Background: an optimization exercise with open tools, aiming at small area, a short achievable clock period and few clock cycles per item. Do not read the settings as production practice. The RTL was checked by simulation tests, not by an equivalence proof against the original design. Power is estimated from default activity; no workload was simulated.

==> job 5122 <==
Design rgb_to_yuv_encoder, start of the top module:
module rgb_to_yuv_encoder
#(
  parameter int NUM_GROUPS = 19200
) (
  input  logic        CLOCK_50_I,
  input  logic        reset,
  input  logic        enable,
  input  logic [15:0] SRAM_read_data,
  output logic [17:0] SRAM_address,
  output logic [15:0] SRAM_write_data,
  output logic        SRAM_we_n,
  output logic        done
);
==> module y_calc_add, before the edit <==
module y_calc_add(input [19:0] ha, input [19:0] hb, input c, output [7:0] o);
  wire [13:0] low = {1'b0, ha[11:0], c} + {1'b0, hb[11:0], c};
  wire [8:0] high = {ha[19:12], low[13]} + {hb[19:12], low[13]};
  assign o = high[8:1];
endmodule
==> module uv_calc_add, before the edit <==
module uv_calc_add(input [16:0] ha, input [16:0] hb, input c, output [7:0] o);
  wire [10:0] low = {1'b0, ha[8:0], c} + {1'b0, hb[8:0], c};
  wire [8:0] high = {ha[16:9], low[10]} + {hb[16:9], low[10]};
  assign o = high[8:1];
endmodule
==> module rgb_to_yuv_encoder, before the edit <==
module rgb_to_yuv_encoder
#(
  parameter int NUM_GROUPS = 19200
) (
  input  logic        CLOCK_50_I,
  input  logic        reset,
  input  logic        enable,
  input  logic [15:0] SRAM_read_data,
  output logic [17:0] SRAM_address,
  output logic [15:0] SRAM_write_data,
  output logic        SRAM_we_n,
  output logic        done
);
  localparam logic [14:0] LAST_GROUP = 15'(NUM_GROUPS - 1);
  logic        run_q;         
  logic        done_q;
  logic        we_n_q;
  logic        wr_ok_q;       
  logic [3:0]  slot_q;
  logic [17:0] rp_q;          
  logic [14:0] wg_q;          
  logic [17:0] addr_q;
  logic [15:0] din_q, d1_q, d2_q;     
  logic        first_q;               
  logic [19:0] ya_q, yb_q;            
  logic        yc_q;
  logic        swap_q;                
  logic [9:0]  cx_q, cy_q;            
  logic        cm_q;                  
  logic [16:0] ua_q, ub_q;            
  logic        uc_q;
  logic [7:0]  hu_q, hv_q;            
  logic [15:0] wd_q;                  
  logic [7:0]  pr, pg, pb;
  logic [19:0] ya, yb;
  logic        yc;
  logic [7:0]  y_new;
  assign pr = first_q ? d1_q[15:8]  : d1_q[7:0];
  assign pg = first_q ? d1_q[7:0]   : din_q[15:8];
  assign pb = first_q ? din_q[15:8] : din_q[7:0];
  y_calc_tree u_yt (.r(pr), .g(pg), .b(pb), .ha(ya), .hb(yb), .c(yc));
  y_calc_add  u_ya (.ha(ya_q), .hb(yb_q), .c(yc_q), .o(y_new));
  logic [8:0]  rs, gs, bs;
  logic [9:0]  f1, f2;
  logic [16:0] ua, ub;
  logic        uc;
  logic [7:0]  uv_new;
  assign rs = {1'b0, d2_q[15:8]} + {1'b0, d1_q[7:0]};
  assign gs = {1'b0, d2_q[7:0]}  + {1'b0, din_q[15:8]};
  assign bs = {1'b0, d1_q[15:8]} + {1'b0, din_q[7:0]};
  assign f1 = {1'b0, bs} - {1'b0, gs};
  assign f2 = {1'b0, gs} - {1'b0, rs};
  uv_calc_tree u_uvt (.x(cx_q), .y(cy_q), .w(cy_q ^ {10{cm_q}}), .m(cm_q), .ha(ua), .hb(ub), .c(uc));
  uv_calc_add  u_uva (.ha(ua_q), .hb(ub_q), .c(uc_q), .o(uv_new));
  logic [17:0] u_addr, v_addr;
  logic        rd_next;       
  logic        last_write;
  assign u_addr = U_BASE_ADDRESS + {3'd0, wg_q};
  assign v_addr = V_BASE_ADDRESS + {3'd0, wg_q};
  assign rd_next = (slot_q == 4'd9) || (slot_q == 4'd0) || (slot_q == 4'd1) ||
                   (slot_q == 4'd5) || (slot_q == 4'd6) || (slot_q == 4'd7);
  assign last_write = (slot_q == 4'd5) && (wg_q == LAST_GROUP);
  always_ff @(posedge CLOCK_50_I) begin
    din_q <= SRAM_read_data;
    d1_q  <= din_q;
    d2_q  <= d1_q;
    first_q <= (slot_q == 4'd3) || (slot_q == 4'd9);
    ya_q    <= ya;
    yb_q    <= yb;
    yc_q    <= yc;
    swap_q <= (slot_q == 4'd5) || (slot_q == 4'd1);
    if (swap_q) begin
      cx_q <= ~cy_q; cy_q <= ~cx_q; cm_q <= 1'b1;
    end else begin
      cx_q <= f1;    cy_q <= f2;    cm_q <= 1'b0;
    end
    ua_q <= ua;
    ub_q <= ub;
    uc_q <= uc;
    if (slot_q == 4'd7) hu_q <= uv_new;
    if (slot_q == 4'd8) hv_q <= uv_new;
    case (slot_q)
      4'd5, 4'd1: wd_q[15:8] <= y_new;
      4'd3:       wd_q[15:8] <= hu_q;
      4'd4:       wd_q[15:8] <= hv_q;
      default: ;
    endcase
    case (slot_q)
      4'd6, 4'd2: wd_q[7:0] <= y_new;
      4'd3, 4'd4: wd_q[7:0] <= uv_new;
      default: ;
    endcase
    if (run_q) begin
      slot_q  <= (slot_q == 4'd9) ? 4'd0 : slot_q + 4'd1;
      wr_ok_q <= wr_ok_q | (slot_q == 4'd9);
      wg_q    <= wg_q + {14'd0, slot_q == 4'd5};
      rp_q    <= rp_q + {17'd0, rd_next};
      case (slot_q)
        4'd8:    addr_q <= {2'd0, wg_q, 1'b0};
        4'd2:    addr_q <= {2'd0, wg_q, 1'b1};
        4'd3:    addr_q <= u_addr;
        4'd4:    addr_q <= v_addr;
        default: addr_q <= rp_q;
      endcase
    end else begin
      slot_q  <= 4'd0;
      wr_ok_q <= 1'b0;
      wg_q    <= '1;
      rp_q    <= RGB_BASE_ADDRESS + 18'd1;
      addr_q  <= RGB_BASE_ADDRESS;
    end
    if (reset) begin
      run_q  <= 1'b0;
      done_q <= 1'b0;
      we_n_q <= 1'b1;
    end else if (!run_q) begin
      we_n_q <= 1'b1;
      if (done_q) done_q <= enable;
      else        run_q  <= enable;
    end else begin
      case (slot_q)
        4'd8:             we_n_q <= 1'b0;
        4'd2, 4'd3, 4'd4: we_n_q <= ~wr_ok_q;
        default:          we_n_q <= 1'b1;
      endcase
      if (last_write) begin
        run_q  <= 1'b0;
        done_q <= 1'b1;
      end
    end
  end
  assign SRAM_address    = addr_q;
  assign SRAM_write_data = wd_q;
  assign SRAM_we_n       = we_n_q;
  assign done            = done_q;
endmodule
export LEC_CHECK = 0
export CAP_MARGIN = 20
export CORE_MARGIN = 2
export CORE_UTILIZATION = 40
export CTS_CLUSTER_DIAMETER = 120
export CTS_CLUSTER_SIZE = 24
export GPL_ROUTABILITY_DRIVEN = 0
export SLEW_MARGIN = 20
create_clock -name core_clock -period 12.0 [get_ports {CLOCK_50_I}]
standard.sh (not shown) runs the stock make flow with config.mk's settings and CLKGATE_MAP_FILE= SYNTH_SCRIPT=/design/flow/synth_recipe.tcl, a recipe that flattens the netlist after the stock synthesis.
==> flow/flow/run.sh <==
#!/bin/bash
# The standard layout (standard synthesis, floorplan, placement, CTS, routing) with the
# resizer's setup-repair target tightened: repair_timing aims for this much positive slack
# against the unchanged 12 ns constraint, so it sizes and buffers the critical paths.
# The SDC, clock period, I/O delays and every other setting stay the standard flow's.
set -uo pipefail
bash standard.sh SETUP_SLACK_MARGIN=8.5 finish > standard.log 2>&1
==> job 3417: changes against job 5122 <==
--- a/flow/design.v
+++ b/flow/design.v
@@ -115,5 +115,4 @@
 module y_calc_add(input [19:0] ha, input [19:0] hb, input c, output [7:0] o);
-  wire [13:0] low = {1'b0, ha[11:0], c} + {1'b0, hb[11:0], c};
-  wire [8:0] high = {ha[19:12], low[13]} + {hb[19:12], low[13]};
-  assign o = high[8:1];
+  wire [19:0] sum = ha + hb + {19'd0, c};
+  assign o = sum[19:12];
 endmodule
@@ -241,5 +240,4 @@
 module uv_calc_add(input [16:0] ha, input [16:0] hb, input c, output [7:0] o);
-  wire [10:0] low = {1'b0, ha[8:0], c} + {1'b0, hb[8:0], c};
-  wire [8:0] high = {ha[16:9], low[10]} + {hb[16:9], low[10]};
-  assign o = high[8:1];
+  wire [16:0] sum = ha + hb + {16'd0, c};
+  assign o = sum[16:9];
 endmodule
@@ -259,3 +257,3 @@
 );
-  localparam logic [14:0] LAST_GROUP = 15'(NUM_GROUPS - 1);
+  localparam logic [14:0] END_GROUP = 15'(NUM_GROUPS);
   logic        run_q;         
@@ -269,6 +267,4 @@
   logic [15:0] din_q, d1_q, d2_q;     
-  logic        first_q;               
   logic [19:0] ya_q, yb_q;            
   logic        yc_q;
-  logic        swap_q;                
   logic [9:0]  cx_q, cy_q;            
@@ -277,5 +273,9 @@
   logic        uc_q;
-  logic [7:0]  hu_q, hv_q;            
+  logic [7:0]  uvo_q;                 
+  logic        first_q;               
+  logic        swap_q;                
+  logic [7:0]  h1_q, h2_q;            
   logic [15:0] wd_q;                  
-  logic [7:0]  pr, pg, pb;
+  logic       first_pix;
+  logic [7:0] pr, pg, pb;
   logic [19:0] ya, yb;
@@ -283,9 +283,10 @@
   logic [7:0]  y_new;
-  assign pr = first_q ? d1_q[15:8]  : d1_q[7:0];
-  assign pg = first_q ? d1_q[7:0]   : din_q[15:8];
-  assign pb = first_q ? din_q[15:8] : din_q[7:0];
+  assign first_pix = first_q;
+  assign pr = first_pix ? d1_q[15:8] : d1_q[7:0];
+  assign pg = first_pix ? d1_q[7:0]  : din_q[15:8];
+  assign pb = first_pix ? din_q[15:8] : din_q[7:0];
   y_calc_tree u_yt (.r(pr), .g(pg), .b(pb), .ha(ya), .hb(yb), .c(yc));
   y_calc_add  u_ya (.ha(ya_q), .hb(yb_q), .c(yc_q), .o(y_new));
-  logic [8:0]  rs, gs, bs;
-  logic [9:0]  f1, f2;
+  logic [8:0] rs, gs, bs;
+  logic [9:0] f1, f2;
   logic [16:0] ua, ub;
@@ -301,9 +302,9 @@
   logic [17:0] u_addr, v_addr;
-  logic        rd_next;       
-  logic        last_write;
-  assign u_addr = U_BASE_ADDRESS + {3'd0, wg_q};
-  assign v_addr = V_BASE_ADDRESS + {3'd0, wg_q};
+  logic        at_end;
+  logic        rd_next;      
   assign rd_next = (slot_q == 4'd9) || (slot_q == 4'd0) || (slot_q == 4'd1) ||
-                   (slot_q == 4'd5) || (slot_q == 4'd6) || (slot_q == 4'd7);
-  assign last_write = (slot_q == 4'd5) && (wg_q == LAST_GROUP);
+                   (slot_q == 4'd4) || (slot_q == 4'd5) || (slot_q == 4'd6);
+  assign u_addr = U_BASE_ADDRESS + {3'd0, wg_q};
+  assign v_addr = (V_BASE_ADDRESS - 18'd1) + {3'd0, wg_q};    
+  assign at_end = (wg_q == END_GROUP);                        
   always_ff @(posedge CLOCK_50_I) begin
@@ -312,7 +313,7 @@
     d2_q  <= d1_q;
-    first_q <= (slot_q == 4'd3) || (slot_q == 4'd9);
-    ya_q    <= ya;
-    yb_q    <= yb;
-    yc_q    <= yc;
-    swap_q <= (slot_q == 4'd5) || (slot_q == 4'd1);
+    ya_q  <= ya;
+    yb_q  <= yb;
+    yc_q  <= yc;
+    first_q <= (slot_q == 4'd3) || (slot_q == 4'd8);
+    swap_q  <= (slot_q == 4'd5) || (slot_q == 4'd0);
     if (swap_q) begin
@@ -322,11 +323,12 @@
     end
-    ua_q <= ua;
-    ub_q <= ub;
-    uc_q <= uc;
-    if (slot_q == 4'd7) hu_q <= uv_new;
-    if (slot_q == 4'd8) hv_q <= uv_new;
+    ua_q  <= ua;
+    ub_q  <= ub;
+    uc_q  <= uc;
+    uvo_q <= uv_new;
+    if (slot_q == 4'd8 || slot_q == 4'd4) h1_q <= uvo_q;
+    if (slot_q == 4'd9) h2_q <= uvo_q;
     case (slot_q)
-      4'd5, 4'd1: wd_q[15:8] <= y_new;
-      4'd3:       wd_q[15:8] <= hu_q;
-      4'd4:       wd_q[15:8] <= hv_q;
+      4'd5, 4'd0: wd_q[15:8] <= y_new;
+      4'd3:       wd_q[15:8] <= h1_q;
+      4'd8:       wd_q[15:8] <= h2_q;
       default: ;
@@ -334,4 +336,5 @@
     case (slot_q)
-      4'd6, 4'd2: wd_q[7:0] <= y_new;
-      4'd3, 4'd4: wd_q[7:0] <= uv_new;
+      4'd6, 4'd1: wd_q[7:0] <= y_new;
+      4'd3:       wd_q[7:0] <= uvo_q;
+      4'd8:       wd_q[7:0] <= h1_q;
       default: ;
@@ -341,9 +344,9 @@
       wr_ok_q <= wr_ok_q | (slot_q == 4'd9);
-      wg_q    <= wg_q + {14'd0, slot_q == 4'd5};
+      wg_q    <= wg_q + {14'd0, slot_q == 4'd6};
       rp_q    <= rp_q + {17'd0, rd_next};
       case (slot_q)
-        4'd8:    addr_q <= {2'd0, wg_q, 1'b0};
         4'd2:    addr_q <= {2'd0, wg_q, 1'b1};
         4'd3:    addr_q <= u_addr;
-        4'd4:    addr_q <= v_addr;
+        4'd7:    addr_q <= {2'd0, wg_q, 1'b0};
+        4'd8:    addr_q <= v_addr;
         default: addr_q <= rp_q;
@@ -367,7 +370,7 @@
       case (slot_q)
-        4'd8:             we_n_q <= 1'b0;
-        4'd2, 4'd3, 4'd4: we_n_q <= ~wr_ok_q;
+        4'd2, 4'd3, 4'd8: we_n_q <= ~wr_ok_q;
+        4'd7:             we_n_q <= at_end;
         default:          we_n_q <= 1'b1;
       endcase
-      if (last_write) begin
+      if (slot_q == 4'd9 && at_end) begin
         run_q  <= 1'b0;
--- a/flow/flow/run.sh
+++ b/flow/flow/run.sh
@@ -6,2 +6,2 @@
 set -uo pipefail
-bash standard.sh SETUP_SLACK_MARGIN=8.5 finish > standard.log 2>&1
+bash standard.sh SETUP_SLACK_MARGIN=8.8 finish > standard.log 2>&1
--- a/flow/config.mk
+++ b/flow/config.mk
@@ -10,5 +10,2 @@
 export CORE_UTILIZATION = 40
-export CTS_CLUSTER_DIAMETER = 120
-export CTS_CLUSTER_SIZE = 24
-export GPL_ROUTABILITY_DRIVEN = 0
 export SLEW_MARGIN = 20
==> job 9628: changes against job 5122 <==
--- a/flow/design.v
+++ b/flow/design.v
@@ -115,5 +115,4 @@
 module y_calc_add(input [19:0] ha, input [19:0] hb, input c, output [7:0] o);
-  wire [13:0] low = {1'b0, ha[11:0], c} + {1'b0, hb[11:0], c};
-  wire [8:0] high = {ha[19:12], low[13]} + {hb[19:12], low[13]};
-  assign o = high[8:1];
+  wire [19:0] sum = ha + hb + {19'd0, c};
+  assign o = sum[19:12];
 endmodule
@@ -241,5 +240,4 @@
 module uv_calc_add(input [16:0] ha, input [16:0] hb, input c, output [7:0] o);
-  wire [10:0] low = {1'b0, ha[8:0], c} + {1'b0, hb[8:0], c};
-  wire [8:0] high = {ha[16:9], low[10]} + {hb[16:9], low[10]};
-  assign o = high[8:1];
+  wire [16:0] sum = ha + hb + {16'd0, c};
+  assign o = sum[16:9];
 endmodule
--- a/flow/flow/run.sh
+++ b/flow/flow/run.sh
@@ -6,2 +6,2 @@
 set -uo pipefail
-bash standard.sh SETUP_SLACK_MARGIN=8.5 finish > standard.log 2>&1
+bash standard.sh SETUP_SLACK_MARGIN=8.6 finish > standard.log 2>&1
--- a/flow/config.mk
+++ b/flow/config.mk
@@ -9,6 +9,5 @@
 export CORE_MARGIN = 2
-export CORE_UTILIZATION = 40
+export CORE_UTILIZATION = 65
 export CTS_CLUSTER_DIAMETER = 120
 export CTS_CLUSTER_SIZE = 24
-export GPL_ROUTABILITY_DRIVEN = 0
 export SLEW_MARGIN = 20
==> job 2336: changes against job 5122 <==
--- a/flow/design.v
+++ b/flow/design.v
@@ -115,5 +115,4 @@
 module y_calc_add(input [19:0] ha, input [19:0] hb, input c, output [7:0] o);
-  wire [13:0] low = {1'b0, ha[11:0], c} + {1'b0, hb[11:0], c};
-  wire [8:0] high = {ha[19:12], low[13]} + {hb[19:12], low[13]};
-  assign o = high[8:1];
+  wire [19:0] sum = ha + hb + {19'd0, c};
+  assign o = sum[19:12];
 endmodule
@@ -241,5 +240,4 @@
 module uv_calc_add(input [16:0] ha, input [16:0] hb, input c, output [7:0] o);
-  wire [10:0] low = {1'b0, ha[8:0], c} + {1'b0, hb[8:0], c};
-  wire [8:0] high = {ha[16:9], low[10]} + {hb[16:9], low[10]};
-  assign o = high[8:1];
+  wire [16:0] sum = ha + hb + {16'd0, c};
+  assign o = sum[16:9];
 endmodule
@@ -259,3 +257,3 @@
 );
-  localparam logic [14:0] LAST_GROUP = 15'(NUM_GROUPS - 1);
+  localparam logic [14:0] END_GROUP = 15'(NUM_GROUPS);
   logic        run_q;         
@@ -269,6 +267,4 @@
   logic [15:0] din_q, d1_q, d2_q;     
-  logic        first_q;               
   logic [19:0] ya_q, yb_q;            
   logic        yc_q;
-  logic        swap_q;                
   logic [9:0]  cx_q, cy_q;            
@@ -277,5 +273,7 @@
   logic        uc_q;
-  logic [7:0]  hu_q, hv_q;            
+  logic [7:0]  uvo_q;                 
+  logic [7:0]  h1_q, h2_q;            
   logic [15:0] wd_q;                  
-  logic [7:0]  pr, pg, pb;
+  logic       first_pix;
+  logic [7:0] pr, pg, pb;
   logic [19:0] ya, yb;
@@ -283,9 +281,10 @@
   logic [7:0]  y_new;
-  assign pr = first_q ? d1_q[15:8]  : d1_q[7:0];
-  assign pg = first_q ? d1_q[7:0]   : din_q[15:8];
-  assign pb = first_q ? din_q[15:8] : din_q[7:0];
+  assign first_pix = (slot_q == 4'd4) || (slot_q == 4'd9);
+  assign pr = first_pix ? d1_q[15:8] : d1_q[7:0];
+  assign pg = first_pix ? d1_q[7:0]  : din_q[15:8];
+  assign pb = first_pix ? din_q[15:8] : din_q[7:0];
   y_calc_tree u_yt (.r(pr), .g(pg), .b(pb), .ha(ya), .hb(yb), .c(yc));
   y_calc_add  u_ya (.ha(ya_q), .hb(yb_q), .c(yc_q), .o(y_new));
-  logic [8:0]  rs, gs, bs;
-  logic [9:0]  f1, f2;
+  logic [8:0] rs, gs, bs;
+  logic [9:0] f1, f2;
   logic [16:0] ua, ub;
@@ -301,9 +300,6 @@
   logic [17:0] u_addr, v_addr;
-  logic        rd_next;       
-  logic        last_write;
+  logic        at_end;
   assign u_addr = U_BASE_ADDRESS + {3'd0, wg_q};
-  assign v_addr = V_BASE_ADDRESS + {3'd0, wg_q};
-  assign rd_next = (slot_q == 4'd9) || (slot_q == 4'd0) || (slot_q == 4'd1) ||
-                   (slot_q == 4'd5) || (slot_q == 4'd6) || (slot_q == 4'd7);
-  assign last_write = (slot_q == 4'd5) && (wg_q == LAST_GROUP);
+  assign v_addr = (V_BASE_ADDRESS - 18'd1) + {3'd0, wg_q};    
+  assign at_end = (wg_q == END_GROUP);                        
   always_ff @(posedge CLOCK_50_I) begin
@@ -312,8 +308,6 @@
     d2_q  <= d1_q;
-    first_q <= (slot_q == 4'd3) || (slot_q == 4'd9);
-    ya_q    <= ya;
-    yb_q    <= yb;
-    yc_q    <= yc;
-    swap_q <= (slot_q == 4'd5) || (slot_q == 4'd1);
-    if (swap_q) begin
+    ya_q  <= ya;
+    yb_q  <= yb;
+    yc_q  <= yc;
+    if (slot_q == 4'd6 || slot_q == 4'd1) begin
       cx_q <= ~cy_q; cy_q <= ~cx_q; cm_q <= 1'b1;
@@ -322,11 +316,12 @@
     end
-    ua_q <= ua;
-    ub_q <= ub;
-    uc_q <= uc;
-    if (slot_q == 4'd7) hu_q <= uv_new;
-    if (slot_q == 4'd8) hv_q <= uv_new;
+    ua_q  <= ua;
+    ub_q  <= ub;
+    uc_q  <= uc;
+    uvo_q <= uv_new;
+    if (slot_q == 4'd8 || slot_q == 4'd4) h1_q <= uvo_q;
+    if (slot_q == 4'd9) h2_q <= uvo_q;
     case (slot_q)
-      4'd5, 4'd1: wd_q[15:8] <= y_new;
-      4'd3:       wd_q[15:8] <= hu_q;
-      4'd4:       wd_q[15:8] <= hv_q;
+      4'd5, 4'd0: wd_q[15:8] <= y_new;
+      4'd3:       wd_q[15:8] <= h1_q;
+      4'd8:       wd_q[15:8] <= h2_q;
       default: ;
@@ -334,25 +329,7 @@
     case (slot_q)
-      4'd6, 4'd2: wd_q[7:0] <= y_new;
-      4'd3, 4'd4: wd_q[7:0] <= uv_new;
+      4'd6, 4'd1: wd_q[7:0] <= y_new;
+      4'd3:       wd_q[7:0] <= uvo_q;
+      4'd8:       wd_q[7:0] <= h1_q;
       default: ;
     endcase
-    if (run_q) begin
-      slot_q  <= (slot_q == 4'd9) ? 4'd0 : slot_q + 4'd1;
-      wr_ok_q <= wr_ok_q | (slot_q == 4'd9);
-      wg_q    <= wg_q + {14'd0, slot_q == 4'd5};
-      rp_q    <= rp_q + {17'd0, rd_next};
-      case (slot_q)
-        4'd8:    addr_q <= {2'd0, wg_q, 1'b0};
-        4'd2:    addr_q <= {2'd0, wg_q, 1'b1};
-        4'd3:    addr_q <= u_addr;
-        4'd4:    addr_q <= v_addr;
-        default: addr_q <= rp_q;
-      endcase
-    end else begin
-      slot_q  <= 4'd0;
-      wr_ok_q <= 1'b0;
-      wg_q    <= '1;
-      rp_q    <= RGB_BASE_ADDRESS + 18'd1;
-      addr_q  <= RGB_BASE_ADDRESS;
-    end
     if (reset) begin
@@ -363,11 +340,27 @@
       we_n_q <= 1'b1;
-      if (done_q) done_q <= enable;
-      else        run_q  <= enable;
+      if (done_q) begin
+        done_q <= enable;
+      end else if (enable) begin
+        run_q   <= 1'b1;
+        slot_q  <= 4'd0;
+        addr_q  <= RGB_BASE_ADDRESS;
+        rp_q    <= RGB_BASE_ADDRESS + 18'd1;
+        wg_q    <= '1;
+        wr_ok_q <= 1'b0;
+      end
     end else begin
+      slot_q <= (slot_q == 4'd9) ? 4'd0 : slot_q + 4'd1;
+      if (slot_q == 4'd9) wr_ok_q <= 1'b1;
+      if (slot_q == 4'd6) wg_q <= wg_q + 15'd1;
       case (slot_q)
-        4'd8:             we_n_q <= 1'b0;
-        4'd2, 4'd3, 4'd4: we_n_q <= ~wr_ok_q;
-        default:          we_n_q <= 1'b1;
+        4'd9, 4'd0, 4'd1, 4'd4, 4'd5, 4'd6: begin
+          addr_q <= rp_q; rp_q <= rp_q + 18'd1; we_n_q <= 1'b1;
+        end
+        4'd2: begin addr_q <= {2'd0, wg_q, 1'b1}; we_n_q <= ~wr_ok_q; end
+        4'd3: begin addr_q <= u_addr;             we_n_q <= ~wr_ok_q; end
+        4'd7: begin addr_q <= {2'd0, wg_q, 1'b0}; we_n_q <= at_end;   end
+        4'd8: begin addr_q <= v_addr;             we_n_q <= ~wr_ok_q; end
+        default: we_n_q <= 1'b1;
       endcase
-      if (last_write) begin
+      if (slot_q == 4'd9 && at_end) begin
         run_q  <= 1'b0;
--- a/flow/flow/run.sh
+++ b/flow/flow/run.sh
@@ -6,2 +6,2 @@
 set -uo pipefail
-bash standard.sh SETUP_SLACK_MARGIN=8.5 finish > standard.log 2>&1
+bash standard.sh SETUP_SLACK_MARGIN=8.3 finish > standard.log 2>&1
--- a/flow/config.mk
+++ b/flow/config.mk
@@ -10,5 +10,2 @@
 export CORE_UTILIZATION = 40
-export CTS_CLUSTER_DIAMETER = 120
-export CTS_CLUSTER_SIZE = 24
-export GPL_ROUTABILITY_DRIVEN = 0
 export SLEW_MARGIN = 20
==> comparison <==
The highest global-route usage belongs to job 9628, the lowest to job 5122.
Against job 9628, the sequential power of job 3417 is higher by about 3%.
Worst setup slack, highest first: job 3417, job 5122, job 9628, job 2336.
Wire length, highest first: job 2336, job 3417, job 9628, job 5122.
Between job 2336 and job 3417, the lower sequential share of layout area is in job 3417 (gap 1.7 points).
Job 5122 passed the timing, DRC and antenna checks. Job 9628 completed without violations. Job 2336 finished with timing, DRC and antenna clean. Job 3417 finished clean.
Utilization: job 5122 < job 2336 < job 3417 < job 9628.
==> figures <==
| quantity | job 5122 | job 3417 | job 2336 | job 9628 |
|---|---|---|---|---|
| Result of the run | no timing/DRC/antenna violations | no timing/DRC/antenna violations | no timing/DRC/antenna violations | no timing/DRC/antenna violations |
| Flip-flop and latch share of the layout cell area | 29.9% | 27.1% | 28.7% | 29.3% |
| Per-cell via count in the routed design | 4.85 | 4.89 | 5.01 | 5.53 |
| Internal power contribution | 2.73 mW | 3.41 mW | 3.32 mW | 2.89 mW |
| Final Instance Area | 17000 um^2 | 19400 um^2 | 19900 um^2 | 17300 um^2 |
| Fraction of standard cell area in multi-input logic | 53.5% | 51.6% | 49.4% | 54.5% |
| Die Footprint | 39700 um^2 | 40900 um^2 | 42500 um^2 | 24900 um^2 |
| Element type at the critical path end | output port | output port | register | output port |
| Clock buffer count from CTS | 14 | 29 | 28 | 13 |
| Sequential fraction of the synthesis area | 33.1% | 33.1% | 35.0% | 32.8% |
| Maximum number of pins on one net before global-route repair | 62 | 61 | 42 | 62 |
| Post-place setup slack | 8.26 ns | 8.21 ns | 7.39 ns | 8.28 ns |
| Startpoint of the worst register-to-register path | din_q[8] | first_q | slot_q[0] | first_q |
| Post-layout total power | 5.05 mW | 6.09 mW | 5.85 mW | 5.40 mW |
Testbench counts of job 5122, summed over its fixed seeds: cycles 1,536,068, frames 8.
Testbench counts of job 3417, summed over its fixed seeds: cycles 1,536,100, frames 8.
Testbench counts of job 9628, summed over its fixed seeds: cycles 1,536,068, frames 8.
Testbench counts of job 2336, summed over its fixed seeds: cycles 1,536,100, frames 8.

==> static timing again, ports no longer ideal <==
The flow's constraints put no driver on any port. The routed layouts listed below were extracted and timed again, unchanged, in two steps.
Step 1 assumes that a clkbuf_16 drives the clock port and a buf_2 every other input.
Step 2, shift: input delay + t, output delay - t, t = (earliest + latest rising clock arrival at the registers) / 2. This alone moves slack from input paths to output paths.
Slacks: no drivers / after step 1 / after step 2; pairs: no drivers / after step 1.
run	t (ns)	slack for setup (ns)	worst setup path after step 2
job 5122	0.538	8.545 / 8.493 / 8.515	input to register
job 3417	0.604	8.553 / 8.497 / 8.638	register to register
job 9628	0.520	8.507 / 8.459 / 8.493	input to register
job 2336	0.607	8.098 / 8.098 / 7.874	input to register
After both steps every run listed still meets setup and hold. For job 2336, which loses most, drivers alone change the setup slack by 0.000 ns; drivers and shift together by -0.224 ns.
